Context: an optimization exercise on an open-source flow, tuned for small area, a short achievable clock period and few clock cycles per item. The choices shown serve that exercise and are no tape-out recipe.
Function was checked by simulation only, so behaviour that the tests miss may differ from the original.
No activity file was given, so power comes from the tool's default toggle rates.

## partition_count_table
module partition_count_table
#(
    parameter int MAX_ELEMENTS = MAX_ELEMENTS_DEF
) (
    input  wire logic                  aclk,
    input  wire logic                  aresetn,
    input  wire logic                  s_tvalid,
    output logic                       s_tready,
    input  wire logic [S_TDATA_W-1:0]  s_tdata,   
    output logic                       m_tvalid,
    input  wire logic                  m_tready,
    output logic [M_TDATA_W-1:0]       m_tdata,   
    output logic                       m_tuser    
);
    logic             s_load, a_load, a_from_s, b_load;
    logic [Q_W-1:0]   s_q;
    logic [Q_W-1:0]   a_q;
    logic [VAL_W-1:0] lu_entry, lu_total;
    logic             lu_oor;
    logic [VAL_W-1:0] b_entry, b_total;
    logic             b_oor;
    pct_ctrl u_ctrl (
        .aclk     (aclk),
        .aresetn  (aresetn),
        .s_tvalid (s_tvalid),
        .s_tready (s_tready),
        .m_tready (m_tready),
        .m_tvalid (m_tvalid),
        .s_load   (s_load),
        .a_load   (a_load),
        .a_from_s (a_from_s),
        .b_load   (b_load)
    );
    pct_dp u_dp (
        .base_blocks  (a_q[3:0]),
        .depth        (a_q[7:4]),
        .sets         (a_q[11:8]),
  ...
Size in the first run: ~2700 cells after synthesis, about 88 flip-flops, about 87 I/O pins, roughly 17000 um2 of cells after synthesis.
make LEC_CHECK=0 CAP_MARGIN=20 CORE_MARGIN=2 CORE_UTILIZATION=40 SLEW_MARGIN=20 SYNTH_MEMORY_MAX_BITS=1048576 finish   # period 10.0 ns
run.sh (not shown) runs the stock make flow with config.mk's settings and CLKGATE_MAP_FILE= SYNTH_SCRIPT=/design/flow/synth_recipe.tcl, a recipe that flattens the netlist after the stock synthesis.
The first run stopped in 5_1_grt on GRT-0116.
Testbench counts at the start, summed over its fixed seeds: cycles 2,416, queries 2,400.
==> next run, changes <==
SYNTH_MEMORY_MAX_BITS = default   (was 1048576)
What happened:
- With this change the flow died in 1_2_yosys

* * *

Another version of the RTL of partition_count_table (not shown whole).
Size in the first run: about 120 flip-flops, roughly 87 I/O pins, about 0.015 mm^2 of cells after synthesis.
==> flow/config.mk <==
export PLATFORM = sky130hd
export DESIGN_NAME = partition_count_table
export DESIGN_NICKNAME = partition_count_table
export VERILOG_FILES = /design/flow/design.v
export SDC_FILE = /design/flow/constraint.sdc
export NUM_CORES = 4
export LEC_CHECK = 0
export CAP_MARGIN = 20
export CELL_PAD_IN_SITES_DETAIL_PLACEMENT = 1
export CELL_PAD_IN_SITES_GLOBAL_PLACEMENT = 2
export CORE_MARGIN = 2
export CORE_UTILIZATION = 26
export PLACE_DENSITY = 0.45
export SLEW_MARGIN = 20
==> flow/constraint.sdc <==
create_clock -name core_clock -period 10.0 [get_ports {aclk}]
set_input_delay 2.0000 -clock core_clock [delete_from_list [all_inputs] [get_ports {aclk}]]
set_output_delay 2.0000 -clock core_clock [all_outputs]
set_load 0.01 [all_outputs]
standard.sh (not shown) runs the stock make flow with config.mk's settings and CLKGATE_MAP_FILE= SYNTH_SCRIPT=/design/flow/synth_recipe.tcl, a recipe that flattens the netlist after the stock synthesis.
==> flow/flow/run.sh <==
#!/bin/bash
# Own flow: the standard layout (standard.sh, all steps, unchanged scripts), with the
# timing repair at floorplan, CTS and global route aiming for SETUP_SLACK_MARGIN ns of setup
# slack instead of 0, so that gates on the table's paths get sized for a shorter period.
# The make output goes to standard_flow.log here; ORFS's own logs are under orfs/logs/.
set -euo pipefail
export SETUP_SLACK_MARGIN=6.6
bash standard.sh > standard_flow.log 2>&1
Testbench counts at the start, summed over its fixed seeds: cycles 2,416, queries 2,400.
==> next run, changes <==
--- a/flow/flow/run.sh
+++ b/flow/flow/run.sh
@@ -6,3 +6,3 @@
 set -euo pipefail
-export SETUP_SLACK_MARGIN=6.6
+export SETUP_SLACK_MARGIN=6.2
 bash standard.sh > standard_flow.log 2>&1
- CORE_UTILIZATION: 26 -> 20
- PLACE_DENSITY: 0.45 -> 0.4
Worst hold slack is worse by 0.027 ns; cell count came out higher by 6.8%; worst setup slack is worse by 0.41 ns.

--- another note on this design; it stands on its own ---

the reference run:
## partition_count_table
module partition_count_table
#(
    parameter int MAX_ELEMENTS = MAX_ELEMENTS_DEF
) (
    input  wire logic                  aclk,
    input  wire logic                  aresetn,
    input  wire logic                  s_tvalid,
    output logic                       s_tready,
    input  wire logic [S_TDATA_W-1:0]  s_tdata,   
    output logic                       m_tvalid,
    input  wire logic                  m_tready,
    output logic [M_TDATA_W-1:0]       m_tdata,   
    output logic                       m_tuser    
);
Size in the first run: about 2,100 cells after synthesis, ~120 flip-flops, roughly 87 I/O pins, ~15,000 µm² of cells after synthesis.
export LEC_CHECK = 0
export CAP_MARGIN = 20
export CELL_PAD_IN_SITES_DETAIL_PLACEMENT = 1
export CELL_PAD_IN_SITES_GLOBAL_PLACEMENT = 2
export CORE_MARGIN = 2
export CORE_UTILIZATION = 20
export PLACE_DENSITY = 0.4
export SLEW_MARGIN = 20
create_clock -name core_clock -period 10.0 [get_ports {aclk}]
standard.sh (not shown) runs the stock make flow with config.mk's settings and CLKGATE_MAP_FILE= SYNTH_SCRIPT=/design/flow/synth_recipe.tcl, a recipe that flattens the netlist after the stock synthesis.
==> flow/flow/run.sh <==
#!/bin/bash
# Own flow: the standard layout (standard.sh, all steps, unchanged scripts), with the
# timing repair at floorplan, CTS and global route aiming for SETUP_SLACK_MARGIN ns of setup
# slack instead of 0, so that gates on the table's paths get sized for a shorter period.
# The make output goes to standard_flow.log here; ORFS's own logs are under orfs/logs/.
set -euo pipefail
export SETUP_SLACK_MARGIN=7.0
bash standard.sh > standard_flow.log 2>&1
Testbench counts of the reference run, summed over its fixed seeds: cycles 2,416, queries 2,400.
Input-level comparison between the trial run and the reference run:
# the reference run
export LEC_CHECK = 0
export CAP_MARGIN = 20
export CELL_PAD_IN_SITES_DETAIL_PLACEMENT = 1
export CELL_PAD_IN_SITES_GLOBAL_PLACEMENT = 2
export CORE_MARGIN = 2
export CORE_UTILIZATION = 20
export PLACE_DENSITY = 0.4
export SLEW_MARGIN = 20
create_clock -name core_clock -period 10.0 [get_ports {aclk}]
# the trial run
export LEC_CHECK = 0
export CAP_MARGIN = 20
export CELL_PAD_IN_SITES_DETAIL_PLACEMENT = 1
export CELL_PAD_IN_SITES_GLOBAL_PLACEMENT = 2
export CORE_MARGIN = 2
export CORE_UTILIZATION = 24
export CTS_BUF_LIST = sky130_fd_sc_hd__clkbuf_4 sky130_fd_sc_hd__clkbuf_8
export PLACE_DENSITY = 0.45
export SLEW_MARGIN = 20
create_clock -name core_clock -period 10.0 [get_ports {aclk}]
==> flow/flow/run.sh <==
#!/bin/bash
set -euo pipefail
export SETUP_SLACK_MARGIN=6.6
export BUFFER_PORTS_ARGS="-buffer_cell sky130_fd_sc_hd__buf_2"
bash standard.sh > standard_flow.log 2>&1
==> summary.txt <==
Compared with the reference run, the trial run shows a higher critical path arrival.
Diff the reference run..the trial run | mean area per synthesized cell | unchanged
Going from the reference run to the trial run, cell area lost 3600 µm²; switching power as a share of total power picked up an extra 0.68 points.

==> afterwards: timing with drivers on the ports <==
The flow's constraints put no driver on any port. The routed layouts listed below were extracted and timed again, unchanged, in two steps. Step 1 sets driving cells, clkbuf_16 on the clock port and buf_2 on the other inputs (assumed; they add their load-dependent delay and slew). Step 2 times the ports against the registers' clock, not the clock port: input delays grow and output delays shrink by t, the midpoint of the rising clock arrivals with the driver on. a / b / c = ideal ports / drivers / drivers and shift; a / b = the first two.
| run | t, ns | setup slack, ns | worst slew at a driven data input, ns |
|---|---|---|---|
| the first run of note 2 | 0.550 | 6.347 / 6.347 / 6.169 | 0.05 |
| the second run of note 2 | 0.562 | 5.935 / 5.935 / 5.918 | 0.03 |
| the reference run | 0.565 | 6.486 / 6.486 / 6.486 | 0.03 |
| the trial run | 0.626 | 6.236 / 6.236 / 6.236 | 0.05 |
After both steps setup and hold are still met in every run listed. The setup slack of the first run of note 2, which loses most, moves by 0.000 ns with the drivers and by -0.178 ns with both steps.
